Source: an optimization exercise on an open RTL-to-GDS flow (aim: small area). Production flows keep margins and buffers that such runs may drop. In this exercise RTL edits were held to simulation tests only and were not proved equivalent to the original. Power and IR drop assume default switching activity.

<file path="design/flow/run.sh">
#!/bin/bash
# synth_recipe.tcl (not shown) runs the flow's synth.tcl, then flattens the netlist and writes it again
# the make line also repeats each setting of config.mk as NAME=value (left out here)
make -C /OpenROAD-flow-scripts/flow DESIGN_CONFIG=/design/flow/config.mk WORK_HOME=/design/flow/orfs CLKGATE_MAP_FILE= SYNTH_SCRIPT=/design/flow/synth_recipe.tcl finish
</file>
<file path="design/flow/config.mk">
export PLATFORM = sky130hd
export DESIGN_NAME = delay_increment_comparator
export DESIGN_NICKNAME = delay_increment_comparator
export VERILOG_FILES = /design/flow/design.v
export SDC_FILE = /design/flow/constraint.sdc
export NUM_CORES = 4
export LEC_CHECK = 0
export CAP_MARGIN = 20
export CORE_MARGIN = 2
export CORE_UTILIZATION = 50
export SLEW_MARGIN = 20
</file>
<file path="design/flow/constraint.sdc">
create_clock -name core_clock -period 10.0 [get_ports {clk}]
set_input_delay 2.0000 -clock core_clock [delete_from_list [all_inputs] [get_ports {clk}]]
set_output_delay 2.0000 -clock core_clock [all_outputs]
set_load 0.01 [all_outputs]
</file>
<file path="design/flow/design.v">
`timescale 1ns/1ps
module delay_increment_comparator #(
  parameter int DW_INTEGER  = 18,
  parameter int DW_FRACTION = 8,
  parameter int DW_DELAY    = 12,
  parameter int N_HALF      = 32
) (
  input  logic                                    clk,
  input  logic                                    rst,
  input  logic                                    configure,
  input  logic signed [DW_INTEGER+DW_FRACTION:0]  term_pos_n,
  input  logic signed [DW_INTEGER+DW_FRACTION:0]  term_neg_n,
  input  logic                                    term_ready,
  output logic                                    term_ack,
  output logic        [DW_DELAY-1:0]              delay_pos,
  output logic        [DW_DELAY-1:0]              delay_neg,
  output logic        [4:0]                       elem_idx,
  output logic        [15:0]                      point_idx,
  output logic                                    out_valid,
  input  logic                                    out_ready,
  output logic                                    overflow
);
  localparam int TW    = DW_INTEGER + DW_FRACTION + 1;
  localparam int AW    = TW + 2;
  localparam int THPAD = AW - DW_DELAY - 1 - DW_FRACTION;
  typedef enum logic [1:0] {S_IDLE, S_CAPTURE, S_UPDATE, S_OUTPUT} state_t;
  typedef struct packed {
    logic [AW-1:0]       acc;
    logic [DW_DELAY-1:0] cnt;
    logic                ovf;
  } upd_t;
  state_t                     state_q;
  logic                       term_ack_q;
  logic                       out_valid_q;
  logic                       overflow_q;
  logic        [DW_DELAY-1:0] delay_pos_q;
  logic        [DW_DELAY-1:0] delay_neg_q;
  logic        [4:0]          elem_q;
  logic        [15:0]         point_q;
  logic signed [TW-1:0]       term_pos_q;
  logic signed [TW-1:0]       term_neg_q;
  logic signed [AW-1:0]       acc_pos_q [N_HALF];
  logic signed [AW-1:0]       acc_neg_q [N_HALF];
  logic        [DW_DELAY-1:0] cnt_pos_q [N_HALF];
  logic        [DW_DELAY-1:0] cnt_neg_q [N_HALF];
  upd_t                       upd_pos_d;
  upd_t                       upd_neg_d;
  logic                       is_center_d;
  logic        [DW_DELAY-1:0] delay_pos_d;
  logic        [DW_DELAY-1:0] delay_neg_d;
  logic                       ovf_d;
  function automatic logic signed [AW-1:0] thresh(input logic [DW_DELAY-1:0] cnt);
    thresh = $signed({{THPAD{1'b0}}, cnt, 1'b1, {DW_FRACTION{1'b0}}});
  endfunction
  function automatic upd_t step(input logic signed [AW-1:0]       acc,
                                input logic signed [TW-1:0]       term,
                                input logic        [DW_DELAY-1:0] cnt);
    logic signed [AW-1:0]   s;
    logic signed [AW-1:0]   th;
    logic signed [AW-1:0]   rem;
    logic [DW_DELAY-1:0]    cnt_nx;
    upd_t                   r;
    s      = acc + $signed({{(AW-TW){term[TW-1]}}, term});
    th     = thresh(cnt);
    rem    = s - th;
    cnt_nx = cnt + DW_DELAY'(1);
    r.acc  = s;
    r.cnt  = cnt;
    r.ovf  = 1'b0;
    if (s >= th) begin
      r.acc = rem;
      r.cnt = cnt_nx;
      r.ovf = (rem >= thresh(cnt_nx));
    end
    step = r;
  endfunction
  always_comb begin
    upd_pos_d   = step(acc_pos_q[elem_q], term_pos_q, cnt_pos_q[elem_q]);
    upd_neg_d   = step(acc_neg_q[elem_q], term_neg_q, cnt_neg_q[elem_q]);
    is_center_d = (elem_q == '0);
    delay_pos_d = upd_pos_d.cnt;
    delay_neg_d = is_center_d ? upd_pos_d.cnt : upd_neg_d.cnt;
    ovf_d       = upd_pos_d.ovf | (~is_center_d & upd_neg_d.ovf);
  end
  always_ff @(posedge clk) begin
    if (rst || configure) begin
      for (int i = 0; i < N_HALF; i++) begin
        acc_pos_q[i] <= '0;
        acc_neg_q[i] <= '0;
        cnt_pos_q[i] <= '0;
        cnt_neg_q[i] <= '0;
      end
    end else if (state_q == S_UPDATE) begin
      acc_pos_q[elem_q] <= $signed(upd_pos_d.acc);
      cnt_pos_q[elem_q] <= upd_pos_d.cnt;
      if (!is_center_d) begin
        acc_neg_q[elem_q] <= $signed(upd_neg_d.acc);
        cnt_neg_q[elem_q] <= upd_neg_d.cnt;
      end
    end
  end
  always_ff @(posedge clk) begin
    if (state_q == S_CAPTURE && term_ready && !rst && !configure) begin
      term_pos_q <= term_pos_n;
      term_neg_q <= term_neg_n;
    end
  end
  always_ff @(posedge clk) begin
    if (rst || configure) begin
      state_q     <= rst ? S_IDLE : S_CAPTURE;
      term_ack_q  <= 1'b0;
      out_valid_q <= 1'b0;
      overflow_q  <= 1'b0;
      delay_pos_q <= '0;
      delay_neg_q <= '0;
      elem_q      <= '0;
      point_q     <= '0;
    end else begin
      case (state_q)
        S_IDLE: begin
          term_ack_q <= 1'b0;
        end
        S_CAPTURE: begin
          if (term_ready) begin
            term_ack_q <= 1'b1;
            state_q    <= S_UPDATE;
          end
        end
        S_UPDATE: begin
          term_ack_q  <= 1'b0;
          out_valid_q <= 1'b1;
          delay_pos_q <= delay_pos_d;
          delay_neg_q <= delay_neg_d;
          overflow_q  <= overflow_q | ovf_d;
          state_q     <= S_OUTPUT;
        end
        S_OUTPUT: begin
          if (out_ready) begin
            out_valid_q <= 1'b0;
            state_q     <= S_CAPTURE;
            if (elem_q == 5'(N_HALF - 1)) begin
              elem_q  <= '0;
              point_q <= point_q + 16'd1;
            end else begin
              elem_q  <= elem_q + 5'd1;
            end
          end
        end
        default: state_q <= S_IDLE;
      endcase
    end
  end
  assign term_ack  = term_ack_q;
  assign out_valid = out_valid_q;
  assign overflow  = overflow_q;
  assign delay_pos = delay_pos_q;
  assign delay_neg = delay_neg_q;
  assign elem_idx  = elem_q;
  assign point_idx = point_q;
endmodule
</file>
==> results.json <==
{
  "status": "no timing/DRC/antenna violations",
  "maxSlewHeadroom_pct": 15.85,
  "cts_tree": "done",
  "skew_ns": 0.06475,
  "final_common_cell": "edfxtp_1",
  "gr-total-overflow": 0,
  "numCtsBuffers": 306,
  "grt_setup_unrepaired": "no",
  "gp_congestion": 0.9349,
  "grt_pass1_vias": 77063,
  "pwr-share-comb_pct": 12.1,
  "holdBufCountCts": 0,
  "worstSetupStartpointType": "flop",
  "antenna_left": 0,
  "finalCritPeriodShare_pct": 85.89,
  "cellInternalPower_mw": 20.08,
  "required_ns": 10.66,
  "cp_max_fo": 45,
  "synth_compound_area_share_pct": 2.391,
  "drt_iter0_drc": 13189,
  "synth.avg_cell_area_sq_um": 14.45,
  "cts-resized-gates": 0,
  "dieArea_sq_um": 249400,
  "cts.htree.levels": 5,
  "grt_pass1_wl_mm": 595.9,
  "synth_xor_area_share_pct": 1.069,
  "ios": 107,
  "synth_top_family_by_area": "multiplexers",
  "grt_max_degree": 111,
  "pwr-share-seq_pct": 48.8,
  "ys_ff_latch": 2733,
  "grtUsageTotal_pct": 34.16,
  "post_cts_buffers": 0,
  "wirelength_mm": 427.5,
  "drtPass1Iterations": 6,
  "clk_latency_ns": 0.99,
  "synth_flop_cell": "edfxtp_1",
  "rows": 181,
  "fp.dieW_um": 499.4,
  "postSynthCellCount": 8489,
  "syn-cell-area_sq_um": 122700,
  "post-route-min-period_ns": 8.589,
  "clkPwrFrac_pct": 39.1,
  "end_kind": "flop",
  "finalMaxSlewViolations": 0,
  "fillers": 19252,
  "drive_above_1_share_pct": 18.90,
  "drv_cap": 0,
  "cts_root_buf": "clkbuf_16",
  "ir_worst_vdd_uv": 160.8,
  "wl_per_cell_um": 36.16,
  "cts.path.max_buffers": 4,
  "worstSetupPathType": "flop to flop",
  "design.core.area_sq_um": 243700,
  "drc_errors": 0,
  "async_flop_share_pct": 0,
  "drt-vias-per-instance": 6.683,
  "path_clk_slew_ns": 0.06,
  "p_per_area_nw_per_um2": 197.9,
  "sw_frac_of_total_pct": 25.99,
  "final-setup-viol-count": 0,
  "hpwl_mm": 228.4,
  "worst_pin_slew_ns": 1.262,
  "areaGrowthSynthToFinish_pct": 11.74,
  "muxShareOfSynthArea_pct": 15.04,
  "p_switching_mw": 7.052,
  "start_util_pct": 50.35,
  "hp-class": "flop to flop",
  "layout.nets": 8589,
  "synth_cell_types": 99,
  "yosys_warnings": 1,
  "synth_edf_count": 2680,
  "fmax_mhz": 116.4,
  "dr_total_vias": 79020,
  "synthAdderAreaFrac_pct": 1.279,
  "fin_total_pwr_mw": 27.13,
  "synth-simple-area-share_pct": 10.69,
  "hold_viol": 0,
  "portBuffers": 106,
  "arrival_ns": 9.25,
  "final_cell_mix": "edfxtp_1 (2680), nor2_1 (2532), mux4_2 (723)",
  "antenna_found_initial": 17,
  "p_leak_nw": 48.52,
  "clock-sinks": 2733,
  "setup_tns_ns": 0,
  "synth.yosys.seq_area_share_pct": 66.45,
  "die-height_um": 499.4
}
## state kept, by name (all words and copies together), names as in the netlist, named ones only
signal / cells
acc_neg_q: 928
cnt_neg_q: 384
term_pos_q: 27
out_valid_q: 1
overflow_q: 1
acc_pos_q: 928
term_neg_q: 27
delay_neg_q: 12
cnt_pos_q: 384
delay_pos_q: 12
state_q: 2
point_q: 16
elem_q: 5
term_ack_q: 1
## stage by stage
stage	cells	hold slack, ns	worst slack [ns]	cell area, sq um	utilization (%)
floorplan	8529	0.4941	1.631	122900	-
global placement	11297	0.4677	0.3870	127800	52.46
detailed placement	11299	0.4733	1.495	127900	52.48
CTS	11818	0.4876	1.431	137000	56.22
global route	11821	0.5065	0.8625	137100	56.26
finish	11824	0.4926	1.411	137100	56.27
## routing by layer
layer | global-route usage, % | wire (um) | up-vias
li1 | - | - | 31086
met1 | 49.24 | 162700 | 41144
met2 | 51.24 | 192000 | 5860
met3 | 8.850 | 58730 | 900
met4 | 10.64 | 13890 | 30
met5 | 0 | 205 | -
## path summary, 6_finish.rpt
kind / from / to / slack (ns) / cells after the start
worst min-delay path: term_ack_q$_SDFFE_PN0P_ / term_ack_q$_SDFFE_PN0P_ / 0.49 / 2
worst min register to register: term_ack_q$_SDFFE_PN0P_ / term_ack_q$_SDFFE_PN0P_ / 0.49 / 2
worst max-delay path: flop / acc_neg_q[14][10]$_SDFFCE_PN0P_ / 1.41 / 25
worst max register to register: flop / acc_neg_q[14][10]$_SDFFCE_PN0P_ / 1.41 / 25
## critical path, cell delays in order, from the launching register on
cell,delay (ns)
dfxtp_4,0.69
buf_12,0.36
buf_12,0.40
mux4_2,0.55
mux4_2,0.52
mux2_2,0.28
ha_1,0.35
nor2b_1,0.17
o31a_1,0.32
o21ai_1,0.34
o21ai_0,0.19
a21o_1,0.21
a21oi_1,0.17
xnor2_1,0.13
ha_1,0.37
and3_1,0.21
nand3_1,0.09
nor3_1,0.28
o2111a_1,0.24
nand4_1,0.14
nand4_1,0.18
and4b_1,0.36
a21oi_4,0.20
buf_4,0.38
mux2i_4,0.92
nor2_1,0.10
## cells in the mapped netlist, types with 26 or more instances
master    instances  area, sq um
xor2_1           53        464.2
a21o_1           37        277.8
edfxtp_1       2680        80480
ha_1            119         1489
buf_1           101        379.1
clkbuf_1        461         1730
xnor2_1          83        727.0
dfxtp_1          53         1061
nand3_1          70        350.3
o21ai_0          72        360.4
mux2i_1         182         1822
a22oi_1          43        322.8
buf_4            50        375.4
nor3_1          161        805.8
a21oi_1         112        560.5
mux2_2           29        326.6
buf_2           166        830.8
nand2b_1         27        168.9
nand4_1          26        162.7
inv_1            42        157.7
nor2_1         2534         9512
nand2_1         332         1246
mux4_2          723        16280
## logic make-up after synthesis
group	count (synthesis)
other	1
muxes	936
xor gates and xnor gates	143
adders and majority gates	123
AOI/OAI and AO/OA	432
DFF	2733
and+or+nand+nor	3273
buffers and inverters	848
## power groups by stage
stage | Sequential (mW) | Combinational, mW | Clock, mW
floorplan | 13.4 | 2.06 | 0
global placement | 13.4 | 3.19 | 0
detailed placement | 13.5 | 3.21 | 0
CTS | 13.2 | 3.22 | 10.6
global route | 13.3 | 3.47 | 11.1
finish | 13.2 | 3.28 | 10.6
## layout make-up
cell class,instances,area (sq um),share of cell area [%]
flip-flops and latches,2733,81560,59.48
clock buffers,383,8071,5.887
inverters,45,176.4,0.1287
multi-input cells,4948,38850,28.34
well taps,3202,4006,2.922
diodes,4,10.01,0.007300
clock inverters,136,1054,0.7684
repair buffers,373,3385,2.468

-- afterwards: timing with drivers on the ports --
In the flow no input, the clock included, has a driving cell. The finished layout below was timed again as built, in two steps. Step 1 assumes that a clkbuf_16 drives the clock port and a buf_2 every other input. Step 2 also shifts input and output timing later by t, the mid clock arrival at the registers, as if the neighbouring blocks saw the same clock. Three values: no drivers, after step 1, after step 2; two values: the first two.
t (ns): 1.048
setup WS [ns]: 1.411 / 1.411 / 1.411
hold slack, ns: 0.493 / 0.493 / 0.493
worst register clock-pin slew, ns: 0.08 / 0.08
cell pins on the clock port's net: 1
After both steps setup and hold are still met in this run. For this run, drivers alone change the setup slack by 0.000 ns; drivers and shift together by 0.000 ns.
